Background: an optimization exercise with open tools, aiming at small area, a short achievable clock period and few clock cycles. Do not read the settings as production practice.
In this exercise RTL edits were held to simulation tests only and were not proved equivalent to the original.
Power figures rest on the tool's default switching activity, not on a simulated workload.

`run.sh`:
```
#!/bin/bash
# synth_recipe.tcl (not shown) runs the flow's synth.tcl, then flattens the netlist and writes it again
# the make line also repeats each setting of config.mk as NAME=value (left out here)
make -C /OpenROAD-flow-scripts/flow DESIGN_CONFIG=/design/flow/config.mk WORK_HOME=/design/flow/orfs CLKGATE_MAP_FILE= SYNTH_SCRIPT=/design/flow/synth_recipe.tcl finish
```
`config.mk`:
```
export PLATFORM = sky130hd
export DESIGN_NAME = grid_cell_shape_membership_core
export DESIGN_NICKNAME = grid_cell_shape_membership_core
export VERILOG_FILES = /design/flow/design.v
export SDC_FILE = /design/flow/constraint.sdc
export NUM_CORES = 4
export LEC_CHECK = 0
export CAP_MARGIN = 20
export CORE_MARGIN = 2
export CORE_UTILIZATION = 50
export CTS_BUF_LIST = sky130_fd_sc_hd__clkbuf_8
export SETUP_SLACK_MARGIN = 4.1
export SLEW_MARGIN = 20
```
`constraint.sdc`:
```
create_clock -name core_clock -period 7.0 [get_ports {clk}]
set_input_delay 1.4000 -clock core_clock [delete_from_list [all_inputs] [get_ports {clk}]]
set_output_delay 1.4000 -clock core_clock [all_outputs]
set_load 0.01 [all_outputs]
```
`design.v`:
```
package gcsm_pkg;
  localparam int COORD_W = 6;
  localparam int VALUE_W = 32;
  localparam int CFG_IDX_W = 3;
  localparam int KIND_W = 4;
  localparam int MARK_W = 2;
  localparam logic [KIND_W-1:0] KIND_CIRCLE   = 4'd0;
  localparam logic [KIND_W-1:0] KIND_HALF_N   = 4'd1;
  localparam logic [KIND_W-1:0] KIND_HALF_S   = 4'd2;
  localparam logic [KIND_W-1:0] KIND_HALF_E   = 4'd3;
  localparam logic [KIND_W-1:0] KIND_HALF_W   = 4'd4;
  localparam logic [KIND_W-1:0] KIND_RECT     = 4'd5;
  localparam logic [KIND_W-1:0] KIND_TRIANGLE = 4'd6;
  localparam logic [KIND_W-1:0] KIND_ELLIPSE  = 4'd7;
  localparam logic [KIND_W-1:0] KIND_INACCESS = 4'd8;
  localparam logic [COORD_W-1:0] GRID_LAST_RESET = 6'd50;
endpackage
import gcsm_pkg::*;
module grid_cell_shape_membership_core
(
  input  logic                 clk,
  input  logic                 rst,
  input  logic                 cfg_valid,
  output logic                 cfg_ready,
  input  logic [gcsm_pkg::CFG_IDX_W-1:0] cfg_index,
  input  logic [gcsm_pkg::VALUE_W-1:0]   cfg_data,
  input  logic                 in_valid,
  output logic                 in_ready,
  input  logic [gcsm_pkg::COORD_W-1:0]   cell_x,
  input  logic [gcsm_pkg::COORD_W-1:0]   cell_y,
  output logic                 out_valid,
  input  logic                 out_ready,
  output logic [gcsm_pkg::COORD_W-1:0]   out_x,
  output logic [gcsm_pkg::COORD_W-1:0]   out_y,
  output logic [gcsm_pkg::MARK_W-1:0]    mark,
  output logic signed [gcsm_pkg::VALUE_W-1:0] write_value,
  output logic                 shape_fits
);
  function automatic logic le6(input logic [5:0] a, input logic [5:0] b);
    logic r;
    r = 1'b1;
    for (int i = 0; i < 6; i++) r = (!a[i] && b[i]) || ((!a[i] || b[i]) && r);
    le6 = r;
  endfunction
  function automatic logic lt6(input logic [5:0] a, input logic [5:0] b);
    logic r;
    r = 1'b0;
    for (int i = 0; i < 6; i++) r = (!a[i] && b[i]) || ((!a[i] || b[i]) && r);
    lt6 = r;
  endfunction
  function automatic logic le7(input logic [6:0] a, input logic [6:0] b);
    logic r;
    r = 1'b1;
    for (int i = 0; i < 7; i++) r = (!a[i] && b[i]) || ((!a[i] || b[i]) && r);
    le7 = r;
  endfunction
  function automatic logic le13(input logic [12:0] a, input logic [12:0] b);
    logic r;
    r = 1'b1;
    for (int i = 0; i < 13; i++) r = (!a[i] && b[i]) || ((!a[i] || b[i]) && r);
    le13 = r;
  endfunction
  function automatic logic [6:0] radd6(input logic [5:0] a, input logic [5:0] b,
                                       input logic ci);
    logic c;
    c = ci;
    for (int i = 0; i < 6; i++) begin
      radd6[i] = a[i] ^ b[i] ^ c;
      c = (a[i] & b[i]) | (a[i] & c) | (b[i] & c);
    end
    radd6[6] = c;
  endfunction
  function automatic logic fit_hi(input logic [5:0] p, input logic [5:0] q,
                                  input logic [5:0] g);
    logic [7:0] u, v, w, cs, cc, t;
    u  = {2'b00, g};
    v  = ~{2'b00, p};
    w  = ~{2'b00, q};
    cs = u ^ v ^ w;
    cc = ((u & v) | (u & w) | (v & w)) << 1;
    t  = cs + cc + 8'd2;
    fit_hi = !t[7];
  endfunction
  logic [KIND_W-1:0]         shape_kind;
  logic [COORD_W-1:0]        reg_a, reg_b, reg_c, reg_d;
  logic [COORD_W-1:0]        grid_x_last, grid_y_last;
  logic [VALUE_W-1:0]        fill_value;
  logic                      fill_ok;
  logic [VALUE_W-1:0]        wdata;
  logic [COORD_W-1:0]        wgrid;
  logic [7:0]                wen;
  assign cfg_ready = 1'b1;
  always_comb begin
    wdata = rst ? '0 : cfg_data;
    wgrid = rst ? GRID_LAST_RESET : cfg_data[COORD_W-1:0];
    for (int i = 0; i < 8; i++) wen[i] = rst || (cfg_valid && cfg_index == 3'(i));
  end
  always_ff @(posedge clk) begin
    if (wen[0]) shape_kind  <= wdata[KIND_W-1:0];
    if (wen[1]) reg_a       <= wdata[COORD_W-1:0];
    if (wen[2]) reg_b       <= wdata[COORD_W-1:0];
    if (wen[3]) reg_c       <= wdata[COORD_W-1:0];
    if (wen[4]) reg_d       <= wdata[COORD_W-1:0];
    if (wen[5]) grid_x_last <= wgrid;
    if (wen[6]) grid_y_last <= wgrid;
    if (cfg_valid && cfg_index == 3'd7) fill_value <= cfg_data;
    fill_ok <= !rst && (fill_ok || (cfg_valid && cfg_index == 3'd7));
  end
  logic is_circ, is_n, is_s, is_e, is_w, is_rect, is_tri, is_ell, is_inacc, is_rt;
  logic shape_ok, fx1, fx2, fy1, fy2, frt;
  logic [COORD_W:0]   a_plus_b;
  logic [COORD_W-1:0] rx, ryy;
  logic [COORD_W-1:0] ry, cxn, cyn, k1n, k2n, xlo, xhi, ylo, yhi;
  logic               a_lt_b, c_lt_d;
  always_comb begin
    is_n     = shape_kind == KIND_HALF_N;
    is_s     = shape_kind == KIND_HALF_S;
    is_e     = shape_kind == KIND_HALF_E;
    is_w     = shape_kind == KIND_HALF_W;
    is_inacc = shape_kind == KIND_INACCESS;
    is_circ  = (shape_kind[3] == 1'b0 && shape_kind[2:0] <= 3'd4) || is_inacc;
    is_rect  = shape_kind == KIND_RECT;
    is_tri   = shape_kind == KIND_TRIANGLE;
    is_ell   = shape_kind == KIND_ELLIPSE;
    is_rt    = is_rect || is_tri;
    ry        = is_ell ? reg_d : reg_c;
    rx  = is_w ? 6'd0 : reg_c;
    ryy = is_s ? 6'd0 : ry;
    fx1 = is_e || le6(reg_c, reg_a);
    fx2 = fit_hi(reg_a, rx, grid_x_last);
    fy1 = is_n || le6(ry, reg_b);
    fy2 = fit_hi(reg_b, ryy, grid_y_last);
    frt = le6(reg_a, grid_x_last) && le6(reg_b, grid_x_last) &&
          le6(reg_c, grid_y_last) && le6(reg_d, grid_y_last);
    a_lt_b = lt6(reg_a, reg_b);
    c_lt_d = lt6(reg_c, reg_d);
    xlo    = a_lt_b ? reg_a : reg_b;
    xhi    = a_lt_b ? reg_b : reg_a;
    ylo    = c_lt_d ? reg_c : reg_d;
    yhi    = c_lt_d ? reg_d : reg_c;
    a_plus_b = radd6(reg_a, reg_b, 1'b0);
    cxn = is_rt ? a_plus_b[COORD_W:1] : reg_a;
    cyn = is_rt ? reg_d : reg_b;
    k1n = is_ell ? reg_d : is_tri ? yhi - ylo : 6'd1;
    k2n = is_ell ? reg_c : is_tri ? xhi - xlo : 6'd1;
    if (is_ell)      shape_ok = (reg_c != '0) && (reg_d != '0);
    else if (is_tri) shape_ok = (reg_a != reg_b) && (reg_c != reg_d);
    else             shape_ok = is_circ || is_rect;
  end
  logic       fx1_q, fx2_q, fy1_q, fy2_q, frt_q, fits_q;
  logic [5:0] k1, k2, cx, cy;
  always_ff @(posedge clk) begin
    fx1_q  <= fx1;
    fx2_q  <= fx2;
    fy1_q  <= fy1;
    fy2_q  <= fy2;
    frt_q  <= frt;
    fits_q <= (is_circ || is_ell) ? (fx1_q && fx2_q && fy1_q && fy2_q) :
              is_rt ? frt_q : 1'b1;
    k1     <= k1n;
    k2     <= k2n;
    cx     <= cxn;
    cy     <= cyn;
  end
  logic blocked, leave, again, fire, geo_q, thr_q, thr_qq, head_q, vb;
  logic v1, v2, v3, h1, h2, h3, hb;
  logic [COORD_W-1:0] x3, y3, xb, yb;
  assign blocked  = out_valid && !out_ready;
  assign leave    = v3 && !blocked && (!head_q || h3);
  assign again    = v3 && !leave;
  assign in_ready = !geo_q && !thr_qq && !head_q;
  assign fire     = in_valid && in_ready;
  always_ff @(posedge clk) begin
    geo_q  <= rst || (cfg_valid && cfg_index != 3'd7);
    thr_q  <= rst || (cfg_valid && (cfg_index == 3'd0 || cfg_index == 3'd3 ||
                                    cfg_index == 3'd4));
    thr_qq <= thr_q;
    xb     <= x3;
    yb     <= y3;
    if (rst) begin
      v1        <= 1'b0;
      v2        <= 1'b0;
      v3        <= 1'b0;
      vb        <= 1'b0;
      h1        <= 1'b0;
      h2        <= 1'b0;
      h3        <= 1'b0;
      hb        <= 1'b0;
      head_q    <= 1'b0;
      out_valid <= 1'b0;
    end else begin
      vb        <= again;
      hb        <= again && (!head_q || h3);
      v1        <= fire || vb;
      v2        <= v1;
      v3        <= v2;
      h1        <= hb;
      h2        <= h1;
      h3        <= h2;
      head_q    <= head_q ? !(leave && h3) : again;
      if (!blocked) out_valid <= leave;
    end
  end
  logic [COORD_W-1:0] xin, yin;
  logic [COORD_W:0]   dxs, dys;
  logic [COORD_W-1:0] dxm, dym;
  logic               load;
  always_comb begin
    xin  = vb ? xb : cell_x;
    yin  = vb ? yb : cell_y;
    load = fire || vb;
    dxs  = {1'b0, xin} - {1'b0, cx};
    dys  = {1'b0, yin} - {1'b0, cy};
    dxm  = dxs[COORD_W] ? -dxs[COORD_W-1:0] : dxs[COORD_W-1:0];
    dym  = dys[COORD_W] ? -dys[COORD_W-1:0] : dys[COORD_W-1:0];
  end
  logic [COORD_W-1:0] x1, y1, ux, uy;
  logic               sx, sy, zx, zy;
  assign zx = ux == '0;
  assign zy = uy == '0;
  always_ff @(posedge clk) begin
    x1 <= xin;
    y1 <= yin;
    ux <= load ? dxm : reg_c;
    uy <= load ? dym : '0;
    sx <= load && dxs[COORD_W];
    sy <= load && dys[COORD_W];
  end
  logic half_ok, span_x, span_y, gate;
  logic [11:0] m1, m2;
  always_comb begin
    half_ok = !((is_n && sy) || (is_s && !sy && !zy) ||
                (is_e && sx) || (is_w && !sx && !zx));
    span_x  = le6(xlo, x1) && le6(x1, xhi);
    span_y  = le6(ylo, y1) && le6(y1, yhi);
    gate = shape_ok && (is_circ ? half_ok : (is_rt ? (span_x && span_y) : 1'b1));
  end
  gcsm_mulk u_m1 (.k(k1), .u(ux), .p(m1));
  gcsm_mulk u_m2 (.k(k2), .u(uy), .p(m2));
  logic [COORD_W-1:0] x2, y2;
  logic [11:0]        m1q, m2q;
  logic               gate2, thr2;
  always_ff @(posedge clk) begin
    begin
      x2    <= x1;
      y2    <= y1;
      m1q   <= m1;
      m2q   <= m2;
      gate2 <= gate;
      thr2  <= !v1;
    end
  end
  logic [19:0] thr, thr_n;
  logic        sub_e;
  logic [21:0] rowa, rowb;
  logic        is_ce, pass;
  assign thr_n = thr2 ? 20'hfffff : ~thr;
  assign sub_e = thr2 || !is_ell;
  gcsm_sqrows u_sq (.a(m1q[9:0]), .b(m2q[9:0]), .tn(thr_n), .ci(sub_e),
                    .r0(rowa), .r1(rowb));
  always_comb begin
    is_ce = is_circ || is_ell;
    pass  = fits_q && gate2 &&
            (is_tri ? le13({m1q, 1'b0}, {1'b0, m2q}) : 1'b1) &&
            !(is_ce && (m1q[11:10] != 2'd0 || m2q[11:10] != 2'd0));
  end
  logic [21:0]        rowa_q, rowb_q;
  logic               pass3, thr3;
  always_ff @(posedge clk) begin
    x3     <= x2;
    y3     <= y2;
    rowa_q <= rowa;
    rowb_q <= rowb;
    pass3  <= pass;
    thr3   <= thr2;
  end
  logic [21:0] sdiff;
  logic        hit;
  always_comb begin
    sdiff = rowa_q + rowb_q;
    hit   = pass3 && (!is_ce || sdiff[21]);
  end
  always_ff @(posedge clk) begin
    if (thr3) thr <= sdiff[19:0];
  end
  logic       hit_q;
  logic [3:0] wv_q;
  always_ff @(posedge clk) begin
    if (!blocked) begin
      out_x <= x3;
      out_y <= y3;
      hit_q <= hit;
      wv_q  <= {4{hit && fill_ok}};
    end
  end
  assign mark = {hit_q && is_inacc, hit_q && !is_inacc};
  always_comb
    for (int i = 0; i < VALUE_W; i++) write_value[i] = wv_q[i / 8] && fill_value[i];
  assign shape_fits  = fits_q;
endmodule
module gcsm_mulk (input logic [5:0] k, input logic [5:0] u,
                  output logic [11:0] p);
  wire mk_t1 = (k[0] & u[4]) ^ (k[1] & u[3]);
  wire mk_t2 = (k[0] & u[4]) & (k[1] & u[3]);
  wire mk_t3 = (k[0] & u[5]) ^ (k[1] & u[4]) ^ (k[2] & u[3]);
  wire mk_t4 = ((k[0] & u[5]) & (k[1] & u[4])) | ((k[2] & u[3]) & ((k[0] & u[5]) ^ (k[1] & u[4])));
  wire mk_t5 = (k[3] & u[2]) ^ (k[4] & u[1]);
  wire mk_t6 = (k[3] & u[2]) & (k[4] & u[1]);
  wire mk_t7 = (k[1] & u[5]) ^ (k[2] & u[4]) ^ (k[3] & u[3]);
  wire mk_t8 = ((k[1] & u[5]) & (k[2] & u[4])) | ((k[3] & u[3]) & ((k[1] & u[5]) ^ (k[2] & u[4])));
  wire mk_t9 = (k[4] & u[2]) ^ (k[5] & u[1]);
  wire mk_t10 = (k[4] & u[2]) & (k[5] & u[1]);
  wire mk_t11 = (k[2] & u[5]) ^ (k[3] & u[4]) ^ (k[4] & u[3]);
  wire mk_t12 = ((k[2] & u[5]) & (k[3] & u[4])) | ((k[4] & u[3]) & ((k[2] & u[5]) ^ (k[3] & u[4])));
  wire mk_t13 = (k[0] & u[3]) ^ (k[1] & u[2]);
  wire mk_t14 = (k[0] & u[3]) & (k[1] & u[2]);
  wire mk_t15 = (k[2] & u[2]) ^ (k[3] & u[1]) ^ (k[4] & u[0]);
  wire mk_t16 = ((k[2] & u[2]) & (k[3] & u[1])) | ((k[4] & u[0]) & ((k[2] & u[2]) ^ (k[3] & u[1])));
  wire mk_t17 = (k[5] & u[0]) ^ mk_t2 ^ mk_t3;
  wire mk_t18 = ((k[5] & u[0]) & mk_t2) | (mk_t3 & ((k[5] & u[0]) ^ mk_t2));
  wire mk_t19 = mk_t4 ^ mk_t6 ^ mk_t7;
  wire mk_t20 = (mk_t4 & mk_t6) | (mk_t7 & (mk_t4 ^ mk_t6));
  wire mk_t21 = (k[5] & u[2]) ^ mk_t8 ^ mk_t10;
  wire mk_t22 = ((k[5] & u[2]) & mk_t8) | (mk_t10 & ((k[5] & u[2]) ^ mk_t8));
  wire mk_t23 = (k[3] & u[5]) ^ (k[4] & u[4]) ^ (k[5] & u[3]);
  wire mk_t24 = ((k[3] & u[5]) & (k[4] & u[4])) | ((k[5] & u[3]) & ((k[3] & u[5]) ^ (k[4] & u[4])));
  wire mk_t25 = (k[0] & u[2]) ^ (k[1] & u[1]);
  wire mk_t26 = (k[0] & u[2]) & (k[1] & u[1]);
  wire mk_t27 = (k[2] & u[1]) ^ (k[3] & u[0]) ^ mk_t13;
  wire mk_t28 = ((k[2] & u[1]) & (k[3] & u[0])) | (mk_t13 & ((k[2] & u[1]) ^ (k[3] & u[0])));
  wire mk_t29 = mk_t1 ^ mk_t14 ^ mk_t15;
  wire mk_t30 = (mk_t1 & mk_t14) | (mk_t15 & (mk_t1 ^ mk_t14));
  wire mk_t31 = mk_t5 ^ mk_t16 ^ mk_t17;
  wire mk_t32 = (mk_t5 & mk_t16) | (mk_t17 & (mk_t5 ^ mk_t16));
  wire mk_t33 = mk_t9 ^ mk_t18 ^ mk_t19;
  wire mk_t34 = (mk_t9 & mk_t18) | (mk_t19 & (mk_t9 ^ mk_t18));
  wire mk_t35 = mk_t11 ^ mk_t20 ^ mk_t21;
  wire mk_t36 = (mk_t11 & mk_t20) | (mk_t21 & (mk_t11 ^ mk_t20));
  wire mk_t37 = mk_t12 ^ mk_t22 ^ mk_t23;
  wire mk_t38 = (mk_t12 & mk_t22) | (mk_t23 & (mk_t12 ^ mk_t22));
  wire mk_t39 = (k[4] & u[5]) ^ (k[5] & u[4]) ^ mk_t24;
  wire mk_t40 = ((k[4] & u[5]) & (k[5] & u[4])) | (mk_t24 & ((k[4] & u[5]) ^ (k[5] & u[4])));
  assign p = {1'b0, (k[5] & u[5]), mk_t38, mk_t36, mk_t34, mk_t32, mk_t30, mk_t28, mk_t26, (k[2] & u[0]), (k[0] & u[1]), (k[0] & u[0])} + {1'b0, mk_t40, mk_t39, mk_t37, mk_t35, mk_t33, mk_t31, mk_t29, mk_t27, mk_t25, (k[1] & u[0]), 1'b0};
endmodule
module gcsm_sqrows (input logic [9:0] a, input logic [9:0] b,
                    input logic [19:0] tn, input logic ci,
                    output logic [21:0] r0, output logic [21:0] r1);
  wire sq_t1 = (a[0] & a[8]) ^ (a[1] & a[7]) ^ (a[2] & a[6]);
  wire sq_t2 = ((a[0] & a[8]) & (a[1] & a[7])) | ((a[2] & a[6]) & ((a[0] & a[8]) ^ (a[1] & a[7])));
  wire sq_t3 = (a[0] & a[9]) ^ (a[1] & a[8]) ^ (a[2] & a[7]);
  wire sq_t4 = ((a[0] & a[9]) & (a[1] & a[8])) | ((a[2] & a[7]) & ((a[0] & a[9]) ^ (a[1] & a[8])));
  wire sq_t5 = (a[3] & a[6]) ^ (a[5] & ~a[4]);
  wire sq_t6 = (a[3] & a[6]) & (a[5] & ~a[4]);
  wire sq_t7 = (a[1] & a[9]) ^ (a[2] & a[8]) ^ (a[3] & a[7]);
  wire sq_t8 = ((a[1] & a[9]) & (a[2] & a[8])) | ((a[3] & a[7]) & ((a[1] & a[9]) ^ (a[2] & a[8])));
  wire sq_t9 = (a[4] & a[6]) ^ (a[4] & a[5]) ^ (b[1] & b[9]);
  wire sq_t10 = ((a[4] & a[6]) & (a[4] & a[5])) | ((b[1] & b[9]) & ((a[4] & a[6]) ^ (a[4] & a[5])));
  wire sq_t11 = (a[2] & a[9]) ^ (a[3] & a[8]) ^ (a[4] & a[7]);
  wire sq_t12 = ((a[2] & a[9]) & (a[3] & a[8])) | ((a[4] & a[7]) & ((a[2] & a[9]) ^ (a[3] & a[8])));
  wire sq_t13 = (a[3] & a[9]) ^ (a[4] & a[8]);
  wire sq_t14 = (a[3] & a[9]) & (a[4] & a[8]);
  wire sq_t15 = (a[0] & a[4]) ^ (a[1] & a[3]);
  wire sq_t16 = (a[0] & a[4]) & (a[1] & a[3]);
  wire sq_t17 = (a[0] & a[5]) ^ (a[1] & a[4]) ^ (a[3] & ~a[2]);
  wire sq_t18 = ((a[0] & a[5]) & (a[1] & a[4])) | ((a[3] & ~a[2]) & ((a[0] & a[5]) ^ (a[1] & a[4])));
  wire sq_t19 = (a[0] & a[6]) ^ (a[1] & a[5]) ^ (a[2] & a[4]);
  wire sq_t20 = ((a[0] & a[6]) & (a[1] & a[5])) | ((a[2] & a[4]) & ((a[0] & a[6]) ^ (a[1] & a[5])));
  wire sq_t21 = (a[2] & a[3]) ^ (b[0] & b[6]) ^ (b[1] & b[5]);
  wire sq_t22 = ((a[2] & a[3]) & (b[0] & b[6])) | ((b[1] & b[5]) & ((a[2] & a[3]) ^ (b[0] & b[6])));
  wire sq_t23 = (a[0] & a[7]) ^ (a[1] & a[6]) ^ (a[2] & a[5]);
  wire sq_t24 = ((a[0] & a[7]) & (a[1] & a[6])) | ((a[2] & a[5]) & ((a[0] & a[7]) ^ (a[1] & a[6])));
  wire sq_t25 = (a[4] & ~a[3]) ^ (b[0] & b[7]) ^ (b[1] & b[6]);
  wire sq_t26 = ((a[4] & ~a[3]) & (b[0] & b[7])) | ((b[1] & b[6]) & ((a[4] & ~a[3]) ^ (b[0] & b[7])));
  wire sq_t27 = (b[2] & b[5]) ^ (b[4] & ~b[3]);
  wire sq_t28 = (b[2] & b[5]) & (b[4] & ~b[3]);
  wire sq_t29 = (a[3] & a[5]) ^ (a[3] & a[4]) ^ (b[0] & b[8]);
  wire sq_t30 = ((a[3] & a[5]) & (a[3] & a[4])) | ((b[0] & b[8]) & ((a[3] & a[5]) ^ (a[3] & a[4])));
  wire sq_t31 = (b[1] & b[7]) ^ (b[2] & b[6]) ^ (b[3] & b[5]);
  wire sq_t32 = ((b[1] & b[7]) & (b[2] & b[6])) | ((b[3] & b[5]) & ((b[1] & b[7]) ^ (b[2] & b[6])));
  wire sq_t33 = (b[3] & b[4]) ^ tn[9] ^ sq_t1;
  wire sq_t34 = ((b[3] & b[4]) & tn[9]) | (sq_t1 & ((b[3] & b[4]) ^ tn[9]));
  wire sq_t35 = (b[0] & b[9]) ^ (b[1] & b[8]) ^ (b[2] & b[7]);
  wire sq_t36 = ((b[0] & b[9]) & (b[1] & b[8])) | ((b[2] & b[7]) & ((b[0] & b[9]) ^ (b[1] & b[8])));
  wire sq_t37 = (b[3] & b[6]) ^ (b[5] & ~b[4]) ^ tn[10];
  wire sq_t38 = ((b[3] & b[6]) & (b[5] & ~b[4])) | (tn[10] & ((b[3] & b[6]) ^ (b[5] & ~b[4])));
  wire sq_t39 = sq_t2 ^ sq_t3 ^ sq_t5;
  wire sq_t40 = (sq_t2 & sq_t3) | (sq_t5 & (sq_t2 ^ sq_t3));
  wire sq_t41 = (b[2] & b[8]) ^ (b[3] & b[7]) ^ (b[4] & b[6]);
  wire sq_t42 = ((b[2] & b[8]) & (b[3] & b[7])) | ((b[4] & b[6]) & ((b[2] & b[8]) ^ (b[3] & b[7])));
  wire sq_t43 = (b[4] & b[5]) ^ tn[11] ^ sq_t4;
  wire sq_t44 = ((b[4] & b[5]) & tn[11]) | (sq_t4 & ((b[4] & b[5]) ^ tn[11]));
  wire sq_t45 = sq_t6 ^ sq_t7 ^ sq_t9;
  wire sq_t46 = (sq_t6 & sq_t7) | (sq_t9 & (sq_t6 ^ sq_t7));
  wire sq_t47 = (a[6] & ~a[5]) ^ (b[2] & b[9]) ^ (b[3] & b[8]);
  wire sq_t48 = ((a[6] & ~a[5]) & (b[2] & b[9])) | ((b[3] & b[8]) & ((a[6] & ~a[5]) ^ (b[2] & b[9])));
  wire sq_t49 = (b[4] & b[7]) ^ (b[6] & ~b[5]) ^ tn[12];
  wire sq_t50 = ((b[4] & b[7]) & (b[6] & ~b[5])) | (tn[12] & ((b[4] & b[7]) ^ (b[6] & ~b[5])));
  wire sq_t51 = sq_t8 ^ sq_t10 ^ sq_t11;
  wire sq_t52 = (sq_t8 & sq_t10) | (sq_t11 & (sq_t8 ^ sq_t10));
  wire sq_t53 = (a[5] & a[7]) ^ (a[5] & a[6]) ^ (b[3] & b[9]);
  wire sq_t54 = ((a[5] & a[7]) & (a[5] & a[6])) | ((b[3] & b[9]) & ((a[5] & a[7]) ^ (a[5] & a[6])));
  wire sq_t55 = (b[4] & b[8]) ^ (b[5] & b[7]) ^ (b[5] & b[6]);
  wire sq_t56 = ((b[4] & b[8]) & (b[5] & b[7])) | ((b[5] & b[6]) & ((b[4] & b[8]) ^ (b[5] & b[7])));
  wire sq_t57 = tn[13] ^ sq_t12 ^ sq_t13;
  wire sq_t58 = (tn[13] & sq_t12) | (sq_t13 & (tn[13] ^ sq_t12));
  wire sq_t59 = (a[4] & a[9]) ^ (a[5] & a[8]) ^ (a[7] & ~a[6]);
  wire sq_t60 = ((a[4] & a[9]) & (a[5] & a[8])) | ((a[7] & ~a[6]) & ((a[4] & a[9]) ^ (a[5] & a[8])));
  wire sq_t61 = (b[4] & b[9]) ^ (b[5] & b[8]) ^ (b[7] & ~b[6]);
  wire sq_t62 = ((b[4] & b[9]) & (b[5] & b[8])) | ((b[7] & ~b[6]) & ((b[4] & b[9]) ^ (b[5] & b[8])));
  wire sq_t63 = tn[14] ^ sq_t14;
  wire sq_t64 = tn[14] & sq_t14;
  wire sq_t65 = (a[5] & a[9]) ^ (a[6] & a[8]) ^ (a[6] & a[7]);
  wire sq_t66 = ((a[5] & a[9]) & (a[6] & a[8])) | ((a[6] & a[7]) & ((a[5] & a[9]) ^ (a[6] & a[8])));
  wire sq_t67 = (b[5] & b[9]) ^ (b[6] & b[8]) ^ (b[6] & b[7]);
  wire sq_t68 = ((b[5] & b[9]) & (b[6] & b[8])) | ((b[6] & b[7]) & ((b[5] & b[9]) ^ (b[6] & b[8])));
  wire sq_t69 = (a[6] & a[9]) ^ (a[8] & ~a[7]);
  wire sq_t70 = (a[6] & a[9]) & (a[8] & ~a[7]);
  wire sq_t71 = (a[0] & a[2]) ^ (a[0] & a[1]);
  wire sq_t72 = (a[0] & a[2]) & (a[0] & a[1]);
  wire sq_t73 = (a[0] & a[3]) ^ (a[2] & ~a[1]) ^ (b[0] & b[3]);
  wire sq_t74 = ((a[0] & a[3]) & (a[2] & ~a[1])) | ((b[0] & b[3]) & ((a[0] & a[3]) ^ (a[2] & ~a[1])));
  wire sq_t75 = (a[1] & a[2]) ^ (b[0] & b[4]) ^ (b[1] & b[3]);
  wire sq_t76 = ((a[1] & a[2]) & (b[0] & b[4])) | ((b[1] & b[3]) & ((a[1] & a[2]) ^ (b[0] & b[4])));
  wire sq_t77 = (b[1] & b[2]) ^ tn[5];
  wire sq_t78 = (b[1] & b[2]) & tn[5];
  wire sq_t79 = (b[0] & b[5]) ^ (b[1] & b[4]) ^ (b[3] & ~b[2]);
  wire sq_t80 = ((b[0] & b[5]) & (b[1] & b[4])) | ((b[3] & ~b[2]) & ((b[0] & b[5]) ^ (b[1] & b[4])));
  wire sq_t81 = tn[6] ^ sq_t16 ^ sq_t17;
  wire sq_t82 = (tn[6] & sq_t16) | (sq_t17 & (tn[6] ^ sq_t16));
  wire sq_t83 = (b[2] & b[4]) ^ (b[2] & b[3]) ^ tn[7];
  wire sq_t84 = ((b[2] & b[4]) & (b[2] & b[3])) | (tn[7] & ((b[2] & b[4]) ^ (b[2] & b[3])));
  wire sq_t85 = sq_t18 ^ sq_t19 ^ sq_t21;
  wire sq_t86 = (sq_t18 & sq_t19) | (sq_t21 & (sq_t18 ^ sq_t19));
  wire sq_t87 = tn[8] ^ sq_t20 ^ sq_t22;
  wire sq_t88 = (tn[8] & sq_t20) | (sq_t22 & (tn[8] ^ sq_t20));
  wire sq_t89 = sq_t23 ^ sq_t25 ^ sq_t27;
  wire sq_t90 = (sq_t23 & sq_t25) | (sq_t27 & (sq_t23 ^ sq_t25));
  wire sq_t91 = sq_t24 ^ sq_t26 ^ sq_t28;
  wire sq_t92 = (sq_t24 & sq_t26) | (sq_t28 & (sq_t24 ^ sq_t26));
  wire sq_t93 = sq_t29 ^ sq_t31 ^ sq_t33;
  wire sq_t94 = (sq_t29 & sq_t31) | (sq_t33 & (sq_t29 ^ sq_t31));
  wire sq_t95 = sq_t30 ^ sq_t32 ^ sq_t34;
  wire sq_t96 = (sq_t30 & sq_t32) | (sq_t34 & (sq_t30 ^ sq_t32));
  wire sq_t97 = sq_t35 ^ sq_t37 ^ sq_t39;
  wire sq_t98 = (sq_t35 & sq_t37) | (sq_t39 & (sq_t35 ^ sq_t37));
  wire sq_t99 = sq_t36 ^ sq_t38 ^ sq_t40;
  wire sq_t100 = (sq_t36 & sq_t38) | (sq_t40 & (sq_t36 ^ sq_t38));
  wire sq_t101 = sq_t41 ^ sq_t43 ^ sq_t45;
  wire sq_t102 = (sq_t41 & sq_t43) | (sq_t45 & (sq_t41 ^ sq_t43));
  wire sq_t103 = sq_t42 ^ sq_t44 ^ sq_t46;
  wire sq_t104 = (sq_t42 & sq_t44) | (sq_t46 & (sq_t42 ^ sq_t44));
  wire sq_t105 = sq_t47 ^ sq_t49 ^ sq_t51;
  wire sq_t106 = (sq_t47 & sq_t49) | (sq_t51 & (sq_t47 ^ sq_t49));
  wire sq_t107 = sq_t48 ^ sq_t50 ^ sq_t52;
  wire sq_t108 = (sq_t48 & sq_t50) | (sq_t52 & (sq_t48 ^ sq_t50));
  wire sq_t109 = sq_t53 ^ sq_t55 ^ sq_t57;
  wire sq_t110 = (sq_t53 & sq_t55) | (sq_t57 & (sq_t53 ^ sq_t55));
  wire sq_t111 = sq_t54 ^ sq_t56 ^ sq_t58;
  wire sq_t112 = (sq_t54 & sq_t56) | (sq_t58 & (sq_t54 ^ sq_t56));
  wire sq_t113 = sq_t59 ^ sq_t61 ^ sq_t63;
  wire sq_t114 = (sq_t59 & sq_t61) | (sq_t63 & (sq_t59 ^ sq_t61));
  wire sq_t115 = tn[15] ^ sq_t60 ^ sq_t62;
  wire sq_t116 = (tn[15] & sq_t60) | (sq_t62 & (tn[15] ^ sq_t60));
  wire sq_t117 = sq_t64 ^ sq_t65 ^ sq_t67;
  wire sq_t118 = (sq_t64 & sq_t65) | (sq_t67 & (sq_t64 ^ sq_t65));
  wire sq_t119 = (b[6] & b[9]) ^ (b[8] & ~b[7]) ^ tn[16];
  wire sq_t120 = ((b[6] & b[9]) & (b[8] & ~b[7])) | (tn[16] & ((b[6] & b[9]) ^ (b[8] & ~b[7])));
  wire sq_t121 = sq_t66 ^ sq_t68 ^ sq_t69;
  wire sq_t122 = (sq_t66 & sq_t68) | (sq_t69 & (sq_t66 ^ sq_t68));
  wire sq_t123 = (a[7] & a[9]) ^ (a[7] & a[8]) ^ (b[7] & b[9]);
  wire sq_t124 = ((a[7] & a[9]) & (a[7] & a[8])) | ((b[7] & b[9]) & ((a[7] & a[9]) ^ (a[7] & a[8])));
  wire sq_t125 = (b[7] & b[8]) ^ tn[17] ^ sq_t70;
  wire sq_t126 = ((b[7] & b[8]) & tn[17]) | (sq_t70 & ((b[7] & b[8]) ^ tn[17]));
  wire sq_t127 = (a[9] & ~a[8]) ^ (b[9] & ~b[8]);
  wire sq_t128 = (a[9] & ~a[8]) & (b[9] & ~b[8]);
  wire sq_t129 = a[0] ^ b[0];
  wire sq_t130 = a[0] & b[0];
  wire sq_t131 = (b[0] & b[2]) ^ (b[0] & b[1]);
  wire sq_t132 = (b[0] & b[2]) & (b[0] & b[1]);
  wire sq_t133 = (b[2] & ~b[1]) ^ tn[4] ^ sq_t72;
  wire sq_t134 = ((b[2] & ~b[1]) & tn[4]) | (sq_t72 & ((b[2] & ~b[1]) ^ tn[4]));
  wire sq_t135 = sq_t15 ^ sq_t74 ^ sq_t75;
  wire sq_t136 = (sq_t15 & sq_t74) | (sq_t75 & (sq_t15 ^ sq_t74));
  wire sq_t137 = sq_t76 ^ sq_t78 ^ sq_t79;
  wire sq_t138 = (sq_t76 & sq_t78) | (sq_t79 & (sq_t76 ^ sq_t78));
  wire sq_t139 = sq_t80 ^ sq_t82 ^ sq_t83;
  wire sq_t140 = (sq_t80 & sq_t82) | (sq_t83 & (sq_t80 ^ sq_t82));
  wire sq_t141 = sq_t84 ^ sq_t86 ^ sq_t87;
  wire sq_t142 = (sq_t84 & sq_t86) | (sq_t87 & (sq_t84 ^ sq_t86));
  wire sq_t143 = sq_t88 ^ sq_t90 ^ sq_t91;
  wire sq_t144 = (sq_t88 & sq_t90) | (sq_t91 & (sq_t88 ^ sq_t90));
  wire sq_t145 = sq_t92 ^ sq_t94 ^ sq_t95;
  wire sq_t146 = (sq_t92 & sq_t94) | (sq_t95 & (sq_t92 ^ sq_t94));
  wire sq_t147 = sq_t96 ^ sq_t98 ^ sq_t99;
  wire sq_t148 = (sq_t96 & sq_t98) | (sq_t99 & (sq_t96 ^ sq_t98));
  wire sq_t149 = sq_t100 ^ sq_t102 ^ sq_t103;
  wire sq_t150 = (sq_t100 & sq_t102) | (sq_t103 & (sq_t100 ^ sq_t102));
  wire sq_t151 = sq_t104 ^ sq_t106 ^ sq_t107;
  wire sq_t152 = (sq_t104 & sq_t106) | (sq_t107 & (sq_t104 ^ sq_t106));
  wire sq_t153 = sq_t108 ^ sq_t110 ^ sq_t111;
  wire sq_t154 = (sq_t108 & sq_t110) | (sq_t111 & (sq_t108 ^ sq_t110));
  wire sq_t155 = sq_t112 ^ sq_t114 ^ sq_t115;
  wire sq_t156 = (sq_t112 & sq_t114) | (sq_t115 & (sq_t112 ^ sq_t114));
  wire sq_t157 = sq_t116 ^ sq_t118 ^ sq_t119;
  wire sq_t158 = (sq_t116 & sq_t118) | (sq_t119 & (sq_t116 ^ sq_t118));
  wire sq_t159 = sq_t120 ^ sq_t122 ^ sq_t123;
  wire sq_t160 = (sq_t120 & sq_t122) | (sq_t123 & (sq_t120 ^ sq_t122));
  wire sq_t161 = tn[18] ^ sq_t124 ^ sq_t126;
  wire sq_t162 = (tn[18] & sq_t124) | (sq_t126 & (tn[18] ^ sq_t124));
  wire sq_t163 = (a[8] & a[9]) ^ (b[8] & b[9]) ^ tn[19];
  wire sq_t164 = ((a[8] & a[9]) & (b[8] & b[9])) | (tn[19] & ((a[8] & a[9]) ^ (b[8] & b[9])));
  wire sq_t165 = tn[0] ^ ci;
  wire sq_t166 = tn[0] & ci;
  wire sq_t167 = tn[1] ^ sq_t130;
  wire sq_t168 = tn[1] & sq_t130;
  wire sq_t169 = (a[1] & ~a[0]) ^ (b[1] & ~b[0]) ^ tn[2];
  wire sq_t170 = ((a[1] & ~a[0]) & (b[1] & ~b[0])) | (tn[2] & ((a[1] & ~a[0]) ^ (b[1] & ~b[0])));
  wire sq_t171 = tn[3] ^ sq_t71 ^ sq_t131;
  wire sq_t172 = (tn[3] & sq_t71) | (sq_t131 & (tn[3] ^ sq_t71));
  wire sq_t173 = sq_t73 ^ sq_t132 ^ sq_t133;
  wire sq_t174 = (sq_t73 & sq_t132) | (sq_t133 & (sq_t73 ^ sq_t132));
  wire sq_t175 = sq_t77 ^ sq_t134 ^ sq_t135;
  wire sq_t176 = (sq_t77 & sq_t134) | (sq_t135 & (sq_t77 ^ sq_t134));
  wire sq_t177 = sq_t81 ^ sq_t136 ^ sq_t137;
  wire sq_t178 = (sq_t81 & sq_t136) | (sq_t137 & (sq_t81 ^ sq_t136));
  wire sq_t179 = sq_t85 ^ sq_t138 ^ sq_t139;
  wire sq_t180 = (sq_t85 & sq_t138) | (sq_t139 & (sq_t85 ^ sq_t138));
  wire sq_t181 = sq_t89 ^ sq_t140 ^ sq_t141;
  wire sq_t182 = (sq_t89 & sq_t140) | (sq_t141 & (sq_t89 ^ sq_t140));
  wire sq_t183 = sq_t93 ^ sq_t142 ^ sq_t143;
  wire sq_t184 = (sq_t93 & sq_t142) | (sq_t143 & (sq_t93 ^ sq_t142));
  wire sq_t185 = sq_t97 ^ sq_t144 ^ sq_t145;
  wire sq_t186 = (sq_t97 & sq_t144) | (sq_t145 & (sq_t97 ^ sq_t144));
  wire sq_t187 = sq_t101 ^ sq_t146 ^ sq_t147;
  wire sq_t188 = (sq_t101 & sq_t146) | (sq_t147 & (sq_t101 ^ sq_t146));
  wire sq_t189 = sq_t105 ^ sq_t148 ^ sq_t149;
  wire sq_t190 = (sq_t105 & sq_t148) | (sq_t149 & (sq_t105 ^ sq_t148));
  wire sq_t191 = sq_t109 ^ sq_t150 ^ sq_t151;
  wire sq_t192 = (sq_t109 & sq_t150) | (sq_t151 & (sq_t109 ^ sq_t150));
  wire sq_t193 = sq_t113 ^ sq_t152 ^ sq_t153;
  wire sq_t194 = (sq_t113 & sq_t152) | (sq_t153 & (sq_t113 ^ sq_t152));
  wire sq_t195 = sq_t117 ^ sq_t154 ^ sq_t155;
  wire sq_t196 = (sq_t117 & sq_t154) | (sq_t155 & (sq_t117 ^ sq_t154));
  wire sq_t197 = sq_t121 ^ sq_t156 ^ sq_t157;
  wire sq_t198 = (sq_t121 & sq_t156) | (sq_t157 & (sq_t121 ^ sq_t156));
  wire sq_t199 = sq_t125 ^ sq_t158 ^ sq_t159;
  wire sq_t200 = (sq_t125 & sq_t158) | (sq_t159 & (sq_t125 ^ sq_t158));
  wire sq_t201 = sq_t127 ^ sq_t160 ^ sq_t161;
  wire sq_t202 = (sq_t127 & sq_t160) | (sq_t161 & (sq_t127 ^ sq_t160));
  wire sq_t203 = sq_t128 ^ sq_t162 ^ sq_t163;
  wire sq_t204 = (sq_t128 & sq_t162) | (sq_t163 & (sq_t128 ^ sq_t162));
  wire sq_t205 = 1'b1 ^ sq_t164;
  wire sq_t206 = 1'b1 & sq_t164;
  assign r0 = {1'b1, sq_t204, sq_t202, sq_t200, sq_t198, sq_t196, sq_t194, sq_t192, sq_t190, sq_t188, sq_t186, sq_t184, sq_t182, sq_t180, sq_t178, sq_t176, sq_t174, sq_t172, sq_t170, sq_t168, sq_t166, sq_t129};
  assign r1 = {sq_t206, sq_t205, sq_t203, sq_t201, sq_t199, sq_t197, sq_t195, sq_t193, sq_t191, sq_t189, sq_t187, sq_t185, sq_t183, sq_t181, sq_t179, sq_t177, sq_t175, sq_t173, sq_t171, sq_t169, sq_t167, sq_t165};
endmodule
```
==> run notes, run 1 <==
Yosys warning count=1; relative max-transition margin=27.4%; PnR worst setup slack=3.89 ns; area grow syn2layout=26.5%; Post-synth top flop=dfxtp_1; all-layer global routing usage=25.8%; Setup Viol. Count Final=0; Startpoint Class=register; Vias=12.7k; post-route ant nets=0; Fin Setup TNS=0 ns; Multi-input gate area=0.0106 mm2; Clock Skew=0.0407 ns; RSZ-0062 raised after global routing=true; CTS Sinks=283; DP Wirelength=32100 um; Req. time, crit path=7.50 ns; CP max FO=2; XOR/XNOR share of the synthesized area=2.80%; pwr dens=282 mW/mm2; FF/Latch Area=0.00682 mm2; met3 Track Usage GR=4.50%; drt total wl=46500 um; # rows=68; GP Congestion=0.903; Compound-Gate Fraction of Synth Area=9.35%; Synth Area in Adders=26.7%; fmax=322 MHz; I/O pins=102; Place WS=3.08 ns; Clock Path Buffers=3; unique cell type count in the Yosys netlist=75; main combinational cell family by area after synthesis=adder cells; status=complete, no violations; Cells after Synth=1671; H-tree levels=2; vias per cell=5.26; die area=0.0365 mm2; Overflow after GRT=0; Yosys reg bits=283; Buffers on Ports=100; period utilisation layout=44.4%; CP Capture Type=register; diode count=0; minimum clock period=3.11 ns; Synth Net Count=1995; M2 GR Usage=47.6%; Nets=2242; Leak Pwr=9.66 nW; Slew Limit Fails=0; first-pass GRT wire length=71400 um; synthesized area=0.0175 mm2; max-cap violation count=0; Hold Path Class=register to register; share of layout cells above drive strength 1=25.5%; antenna violations before repair=0; most used routing layer=met2; M1 GR Usage=28.9%; final hold vios=0; DRT iter0 DRCs=575; Clock Pin Slew Worst Setup and Hold Paths=0.07 ns; Starting Density=50.7%; simple-gate portion of the synthesized area=15.1%; CTS tree=built; Post-synth EDFFs=106; Mapped Avg Cell Area=10.5 um2; synth top area cells=dfxtp_1 20%, edfxtp_1 18%, fa_1 16%, ha_1 9.5%, and2_1 5.2%; vias in the first global route=13.3k; Slew @ Worst Pin=1.09 ns; multiplexer share of the synthesized area=2.07%; clock root cell=clkbuf_8; post-synth top area cell=dfxtp_1; largest net degree at the start of global routing=33; DRC viols=0; Fill cells=2830; Async SR Flop Fraction=0%; Seq/Total Area, Yosys=38.4%; TritonRoute pass-1 iters=5; Die Wd=191 um; share of the synthesized area in the top cell type=20.2%; Pwr Total=6.24 mW; TritonCTS Buffers=50; VDD IR max=216 uV; Worst-Skew Late Latency=0.66 ns; Routed WL per cell=19.2 um; Critical Path AT=3.61 ns; critical path class=register to register; Die Y=191 um; core area=0.0345 mm2
[worst max-delay path, cell delays in order (launching register included)]
cell and delay (ns):
dfxtp_4 0.36, and2_4 0.14, fa_1 0.54, inv_2 0.04
fa_2 0.53, inv_2 0.04, fa_2 0.34, inv_2 0.06
fa_1 0.41, inv_2 0.07, fa_2 0.42
[power by group]
| part | internal (mW) | switching [mW] |
|---|---|---|
| Clock | 0.951 | 0.728 |
| Combinational | 1.10 | 1.26 |
| Sequential | 2.03 | 0.171 |
[cells in the final DEF, fill, tap and decap left out, types with 10 or more instances in the layout]
| cell type | instances |
|---|---|
| dfxtp_2 | 12 |
| buf_6 | 49 |
| dfxtp_1 | 144 |
| buf_4 | 111 |
| nor2_1 | 84 |
| o21ai_0 | 24 |
| and2_1 | 104 |
| and2_4 | 41 |
| nor3_1 | 18 |
| a21oi_1 | 57 |
| fa_2 | 25 |
| a21oi_2 | 11 |
| o21bai_1 | 10 |
| xnor2_1 | 38 |
| maj3_1 | 20 |
| fa_1 | 114 |
| nand2b_1 | 28 |
| clkbuf_8 | 61 |
| o21ai_1 | 21 |
| nor2b_1 | 50 |
| edfxtp_1 | 106 |
| inv_2 | 24 |
| inv_1 | 187 |
| dlygate4sd2_1 | 14 |
| a21o_1 | 24 |
| clkdlybuf4s50_1 | 45 |
| dfxtp_4 | 21 |
| xor2_1 | 13 |
| nand2_1 | 106 |
| ha_1 | 119 |
| mux2i_1 | 19 |
[stage by stage]
step | area, um2 | hold slack [ns] | instances | utilization (%)
after floorplan | 17700 | 0.310 | 1671 | -
final | 22200 | 0.316 | 2415 | 64.1
after global routing | 22200 | 0.321 | 2415 | 64.1
after CTS | 21300 | 0.320 | 2375 | 61.7
after detailed placement | 19100 | 0.314 | 2191 | 55.3
after global placement | 19100 | 0.313 | 2191 | 55.3
[routing by layer]
metal  wire (um)  part of all wire (%)
met5           0                     0
met4        2130                   4.6
met3        2170                   4.7
met2       24000                    52
met1       18100                    39
[repair_timing]
item / 4_1_cts / 5_1_grt
pin swaps: 52 / 68
gates cloned: 2 / 1
hold buffers: 0 / 0
resized for setup: 323 / 130
setup endpoints to repair: 99 / 76
buffers inserted: 88 / 39
[cell usage after synthesis (14+ instances only)]
cell / n
a21o_1: 24
mux2i_1: 25
a21oi_1: 71
dfxtp_1: 177
clkbuf_1: 34
nand2_1: 112
fa_1: 139
xor2_1: 14
maj3_1: 20
o21ai_1: 17
nor2_1: 91
nor2b_1: 51
nor3_1: 23
and2_1: 145
nand2b_1: 31
ha_1: 133
xnor2_1: 42
o21ai_0: 33
edfxtp_1: 106
inv_1: 204
[state kept, by name, summed over array words and instances, names as in the netlist, 12 cells and up]
signal      flops
fill_value     32
rowb_q         22
rowa_q         21
thr            20
m1q            12
m2q            12
[worst paths after layout]
kind           from         end  slack (ns)  cells after the start
max          m2q[1]  rowb_q[12]        3.89                     10
min           y2[5]       y3[5]        0.32                      0
max reg2reg  m2q[1]  rowb_q[12]        3.89                     10
min reg2reg   y2[5]       y3[5]        0.32                      0
[cells by family (layout without fill, tap and decap cells)]
| logic type | after synthesis | after routing |
|---|---|---|
| AO/OA/AOI/OAI | 247 | 247 |
| XOR/XNOR | 56 | 56 |
| adder cells (fa/ha/maj) | 295 | 295 |
| buffers and inverters | 251 | 540 |
| flip-flops | 283 | 283 |
| multiplexers | 35 | 35 |
| other | 1 | 1 |
| AND/OR/NAND/NOR | 503 | 503 |
[final cells by class]
cell class	instances	area share, %
Sequential cell	283	30.8
Tap cell	455	2.57
Clock inverter	33	1.26
Clock buffer	61	3.79
Timing Repair Buffer	235	9.92
Multi-Input combinational cell	1137	47.9
Inverter	211	3.78
Testbench counts, summed over its fixed seeds: cycles 14,784.
==> run 2: changes to the inputs <==
--- a/config.mk
+++ b/config.mk
@@ -9,5 +9,6 @@
 export CORE_MARGIN = 2
 export CORE_UTILIZATION = 50
 export CTS_BUF_LIST = sky130_fd_sc_hd__clkbuf_8
-export SETUP_SLACK_MARGIN = 4.1
+export SETUP_SLACK_MARGIN = 3.9
 export SLEW_MARGIN = 20
+export TNS_END_PERCENT = 20
==> run 2 against run 1 <==
- still clean
- register-to-register slack worse by 0.09 ns
- synthesized area did not move
- via count fell by 2.5%
==> run notes, run 2 <==
top cell types by occurrence after synthesis=204 x inv_1, 177 x dfxtp_1, 145 x and2_1; core area=0.0345 mm2; minimum clock period=3.20 ns; Req. time, crit path=7.55 ns; Mapped Avg Cell Area=10.5 um2; critical path's most frequent cell=fa_1; most common cell after layout, fill and taps aside=inv_1; drt total wl=43600 um; Fin Setup TNS=0 ns; Async SR Flop Fraction=0%; CP Capture Type=register; synthesized area=0.0175 mm2; clock root cell=clkbuf_8; diode count=0; Slew @ Worst Pin=1.03 ns; Leak Pwr=9.32 nW; CTS tree=built; DRC viols=0; DRT iter0 DRCs=575; pwr dens=283 mW/mm2; vias per cell=5.22; Hold Path Class=register to register; Clock Skew=0.0323 ns; Post-synth EDFFs=106; Final Instance Area=0.0212 mm2; final core utilization=61.3%; Routed WL per cell=18.4 um; delay of the slowest critical-path stage=0.51 ns; post-route ant nets=0; post-synth top area cell=dfxtp_1; relative max-transition margin=31.4%; Pwr Total=6.00 mW; GP Congestion=0.928; synth top area cells=dfxtp_1 20%, edfxtp_1 18%, fa_1 16%, ha_1 9.5%, and2_1 5.2%; Clock Pin Slew Worst Setup and Hold Paths=0.07 ns; Buffers on Ports=100; slowest library cell on the worst path=fa_1; RSZ-0062 raised after global routing=true; status=complete, no violations; fmax=312 MHz; count leader, synth=inv_1; # hold bufs at CTS=0; Nets=2198; WHS=0.319 ns; DP Wirelength=32000 um; Worst-Skew Late Latency=0.63 ns; Fill cells=2930; Overflow after GRT=0; max-cap violation count=0; FF-to-FF setup slack=3.80 ns; Starting Density=50.7%; first-pass GRT wire length=67700 um; die area=0.0365 mm2; area grow syn2layout=20.9%; Yosys reg bits=283; largest net degree at the start of global routing=33; Seq/Total Area, Yosys=38.4%; # rows=68; crit-path cells=buf_4 -> nand2_1 -> fa_1 -> fa_1 -> inv_1 -> fa_1 -> ha_4 -> a21oi_1 -> o21ai_2 -> a21o_1 -> a21oi_1 -> xnor2_1; Startpoint Class=register; most frequent cells in the layout=197 x inv_1, 148 x dfxtp_1, 140 x and2_1; TritonCTS Buffers=48; period utilisation layout=45.8%; Critical Path AT=3.76 ns; Synth Net Count=1995; Vias=12.4k; Cells after Synth=1671; VDD IR max=188 uV; unique cell type count in the Yosys netlist=75; Post-synth top flop=dfxtp_1; dpl cell area=0.0190 mm2; H-tree levels=2; TritonRoute pass-1 iters=7; I/O pins=102; vias in the first global route=12.6k; Clock Path Buffers=3; Die Wd=191 um; share of the synthesized area in the top cell type=20.2%; Slew Limit Fails=0; largest reg by FF count=fill_value; max reg flops=32; all-layer global routing usage=24.4%; Die Y=191 um; CTS Sinks=283; Yosys warning count=1; critical path class=register to register; antenna violations before repair=0; share of layout cells above drive strength 1=16.9%; final hold vios=0; Setup Viol. Count Final=0; Largest regs=fill_value: 32 flops, rowb_q: 22 flops, rowa_q: 21 flops; CP max FO=5
==> run 2: cell counts after synthesis <==
No cell type changed its count.
==> run 2: critical path, delay by kind of cell (launching register included) <==
kind                     cells  cell delay (ns)
buffers and inverters        2             0.19
XOR/XNOR                     1             0.13
AND/OR/NAND/NOR              1             0.07
AO/OA/AOI/OAI                4             0.66
flip-flops                   1             0.41
adder cells (fa/ha/maj)      4             1.67
==> run 2: repair_timing <==
| item | CTS | global route |
|---|---|---|
| gates resized for setup | 92 | 143 |
| cloned | 1 | 0 |
| pin swaps | 1 | 49 |
| endpoints found under the setup margin | 70 | 71 |
| buffers inserted | 10 | 76 |
==> run 2: layer usage <==
| metal | global-route usage, % | up-vias | wire (um) |
|---|---|---|---|
| met5 | 0 | - | 0 |
| met4 | 12.1 | 0 | 1710 |
| met3 | 3.67 | 109 | 1590 |
| met2 | 44.5 | 269 | 22700 |
| met1 | 27.6 | 6024 | 17600 |
| li1 | - | 5969 | - |
==> run 2: cells by family after synthesis <==
logic type                 count (synthesis)  synth area share [%]
xor gates and xnor gates                  56                  2.80
DFF                                      283                  38.4
muxes                                     35                  2.07
adders and majority gates                295                  26.7
and+or+nand+nor                          503                  15.1
other                                      1                0.0214
AOI/OAI and AO/OA                        247                  9.35
buffers and inverters                    251                  5.57
==> run 2: cell type report <==
| class | instances | area, um2 | area share (%) |
|---|---|---|---|
| Multi-Input combinational cell | 1137 | 10200 | 48.1 |
| Sequential cell | 283 | 6810 | 32.1 |
| Timing Repair Buffer | 193 | 1720 | 8.10 |
| Inverter | 211 | 831 | 3.92 |
| Clock buffer | 59 | 812 | 3.83 |
| Tap cell | 455 | 569 | 2.69 |
| Clock inverter | 31 | 258 | 1.22 |
==> run 2: final timing paths <==
kind,to,depth (start not counted),from
worst max register to register,m1q[10],12,ux[3]
worst min-delay path,x3[4],0,x2[4]
worst min register to register,x3[4],0,x2[4]
worst max-delay path,m1q[10],12,ux[3]
==> run 2: where the power goes <==
| part | internal, mW | switching, mW | leakage [nW] | total (mW) |
|---|---|---|---|---|
| clock network | 0.918 | 0.698 | 0.598 | 1.62 |
| logic | 0.989 | 1.18 | 6.19 | 2.17 |
| registers | 2.03 | 0.181 | 2.52 | 2.21 |
==> run 2: per-stage QoR <==
stage	instances	setup slack [ns]
after global routing	2369	3.68
after CTS	2293	3.71
final	2369	3.80
after detailed placement	2192	3.06
after floorplan	1671	3.74
after global placement	2192	3.14
==> run 3: changes to the inputs <==
--- a/config.mk
+++ b/config.mk
@@ -11,4 +11,3 @@
 export CTS_BUF_LIST = sky130_fd_sc_hd__clkbuf_8
 export SETUP_SLACK_MARGIN = 3.9
 export SLEW_MARGIN = 20
-export TNS_END_PERCENT = 20
==> run 3 against run 2 <==
- still clean
- core utilization increased by 0.069 points
- clock skew increased by 0.0025 ns
- final area up 0.11%
- final cell count fell by 0.42%
- critical path depth fell by 8
- sequential power hardly changed
- total power rose by 1.0%
- global-route usage rose by 0.40 points
- worst setup slack better by 0.082 ns
- via count is 0.93% lower
==> run notes, run 3 <==
DRT iter0 DRCs=539; Vias=12.3k; hold path depth=0; core area=0.0345 mm2; Hold EP=x3[1]; clock root cell=clkbuf_8; relative max-transition margin=31.1%; Mapped Avg Cell Area=10.5 um2; Slew Limit Fails=0; CTS tree=built; GP Congestion=0.903; delay of the slowest critical-path stage=0.49 ns; Clock Path Buffers=3; all-layer global routing usage=24.8%; unique cell type count in the Yosys netlist=75; Yosys warning count=1; pwr dens=286 mW/mm2; share of layout cells above drive strength 1=19.2%; max-cap violation count=0; Req. time, crit path=5.60 ns; FF-to-FF setup slack=3.89 ns; PnR worst setup slack=3.88 ns; Overflow after GRT=0; Seq/Total Area, Yosys=38.4%; critical path class=register to primary output; TritonCTS Buffers=49; count leader, synth=inv_1; Yosys reg bits=283; fmax=320 MHz; Cells after Synth=1671; H-tree levels=2; post-synth top area cell=dfxtp_1; minimum clock period=3.12 ns; vias in the first global route=13.0k; area grow syn2layout=21.1%; Clock Pin Slew Worst Setup and Hold Paths=0.06 ns; first-pass GRT wire length=68800 um; placed insts=2191; Post-synth EDFFs=106; period utilisation layout=44.6%; Place WS=3.05 ns; Fill cells=2968; Die Y=191 um; RSZ-0062 raised after global routing=true; # rows=68; Post-synth top flop=dfxtp_1; final hold vios=0; Synth Net Count=1995; Multi-input gate area=0.0103 mm2; DP Wirelength=32000 um; share of the synthesized area in the top cell type=20.2%; crit-path cells=nor4b_4 -> buf_4 -> nor2b_1 -> buf_2; synthesized area=0.0175 mm2; Critical Path AT=1.72 ns; I/O pins=102; post-route ant nets=0; synth top area cells=dfxtp_1 20%, edfxtp_1 18%, fa_1 16%, ha_1 9.5%, and2_1 5.2%; antenna violations before repair=0; Async SR Flop Fraction=0%; Non-Filler Instances=2359; Clock Skew=0.0348 ns; vias per cell=5.20; FF/Latch Area=0.00681 mm2; Largest regs=fill_value: 32 flops, rowb_q: 22 flops, rowa_q: 21 flops; DRC viols=0; Leak Pwr=9.32 nW; VDD IR max=228 uV; largest net degree at the start of global routing=34; Hold Path Class=register to register; Reg2Reg Capture Point=rowb_q[12]; TritonRoute pass-1 iters=5; reg2reg path depth=10; slowest library cell on the worst path=edfxtp_1; Starting Density=50.7%; most frequent cells in the layout=204 x inv_1, 148 x dfxtp_1, 128 x fa_1; CP max FO=2; Worst-Skew Late Latency=0.64 ns; max reg flops=32; Buffers on Ports=100; Nets=2188; Die Wd=191 um; CP Capture Type=primary output; die area=0.0365 mm2; Fin Setup TNS=0 ns; Slew @ Worst Pin=1.03 ns; hold_sp=x2[1]; Routed WL per cell=18.8 um; Setup Viol. Count Final=0; diode count=0; CTS Sinks=283; drt total wl=44300 um; Reg-to-Reg Start=m1q[1]; status=complete, no violations; most common cell after layout, fill and taps aside=inv_1; top cell types by occurrence after synthesis=204 x inv_1, 177 x dfxtp_1, 145 x and2_1; Startpoint Class=register; largest reg by FF count=fill_value
## run 3: cell counts after synthesis
Identical to the previous run, type by type.
## run 3: kinds of logic (layout without fill, tap and decap cells)
kind of cell | count (synthesis) | after routing | synth area share [%]
and+or+nand+nor | 503 | 503 | 15.1
adders and majority gates | 295 | 295 | 26.7
DFF | 283 | 283 | 38.4
buffers and inverters | 251 | 484 | 5.57
AOI/OAI and AO/OA | 247 | 247 | 9.35
xor gates and xnor gates | 56 | 56 | 2.80
muxes | 35 | 35 | 2.07
other | 1 | 1 | 0.0214
## run 3: how the worst max path moves through the flow
stage	start	to	slack, ns
2_1_floorplan	cell_x[0]	ux[4]	3.74
3_3_place_gp	cell_x[0]	ux[4]	3.09
3_5_place_dp	cell_x[0]	ux[4]	3.05
4_1_cts	wv_q[0]	write_value[30]	3.78
5_1_grt	ux[4]	m1q[9]	3.72
6_report	shape_kind[2]	mark[0]	3.88
## run 3: power by group
part,internal (mW),switching [mW]
Sequential,2.03,0.176
Combinational,1.00,1.20
Clock,0.956,0.703
Total,3.98,2.08
## run 3: layer usage
layer  vias to the layer above  wire length, um  track usage (%)
met1                      5933            17700             27.9
met3                       121             1750             3.80
met4                         0             2310             13.5
met5                         -                0                0
met2                       265            22500             44.8
li1                       5937                -                -
## run 3: cell type report
| type | count | share of cell area, % |
|---|---|---|
| Clock buffer | 52 | 3.38 |
| Sequential cell | 283 | 32.1 |
| Timing Repair Buffer | 182 | 7.40 |
| Clock inverter | 39 | 1.74 |
| Tap cell | 455 | 2.69 |
| Multi-Input combinational cell | 1137 | 48.8 |
| Inverter | 211 | 3.87 |
## run 3: timing repair
item / in CTS / in global routing
endpoints found under the setup margin: 73 / 59
setup buffers: 48 / 27
cloned: 1 / 1
hold buffers: 0 / 0
pin swaps: 29 / 52
gates resized for setup: 217 / 114
## run 3: critical path, delay by kind of cell, from the launching register on
kind / cells / cell delay, ns
buf+inv: 2 / 0.27
simple gates: 2 / 0.35
flops: 1 / 0.49
## run 3: stage by stage
step                      instance area (um2)  hold WS, ns  utilization, %  power (mW)
after floorplan                         17600        0.310               -        3.69
after global placement                  19000        0.312            55.0        4.16
after detailed placement                19000        0.314            55.0        4.23
after CTS                               20600        0.330            59.7        6.01
after global routing                    21200        0.331            61.4        6.48
final                                   21200        0.327            61.4        6.06

-- afterwards: timing with drivers on the ports --
The flow's constraints put no driver on any port. The routed layouts listed below were extracted and timed again, unchanged, in two steps.
Step 1 assumes that a clkbuf_16 drives the clock port and a buf_2 every other input.
Step 2 also shifts input and output timing later by t, the mid clock arrival at the registers, as if the neighbouring blocks saw the same clock.
Slacks: no drivers / after step 1 / after step 2; pairs: no drivers / after step 1.
run	t (ns)	setup WS [ns]	hold WS [ns]
run 1	0.690	3.890 / 3.847 / 3.515	0.316 / 0.316 / 0.316
run 2	0.671	3.796 / 3.753 / 3.300	0.319 / 0.319 / 0.319
run 3	0.673	3.878 / 3.827 / 3.361	0.327 / 0.327 / 0.327
After both steps setup and hold are still met in every run listed. The setup slack of run 3, which loses most, moves by -0.051 ns with the drivers and by -0.517 ns with both steps.
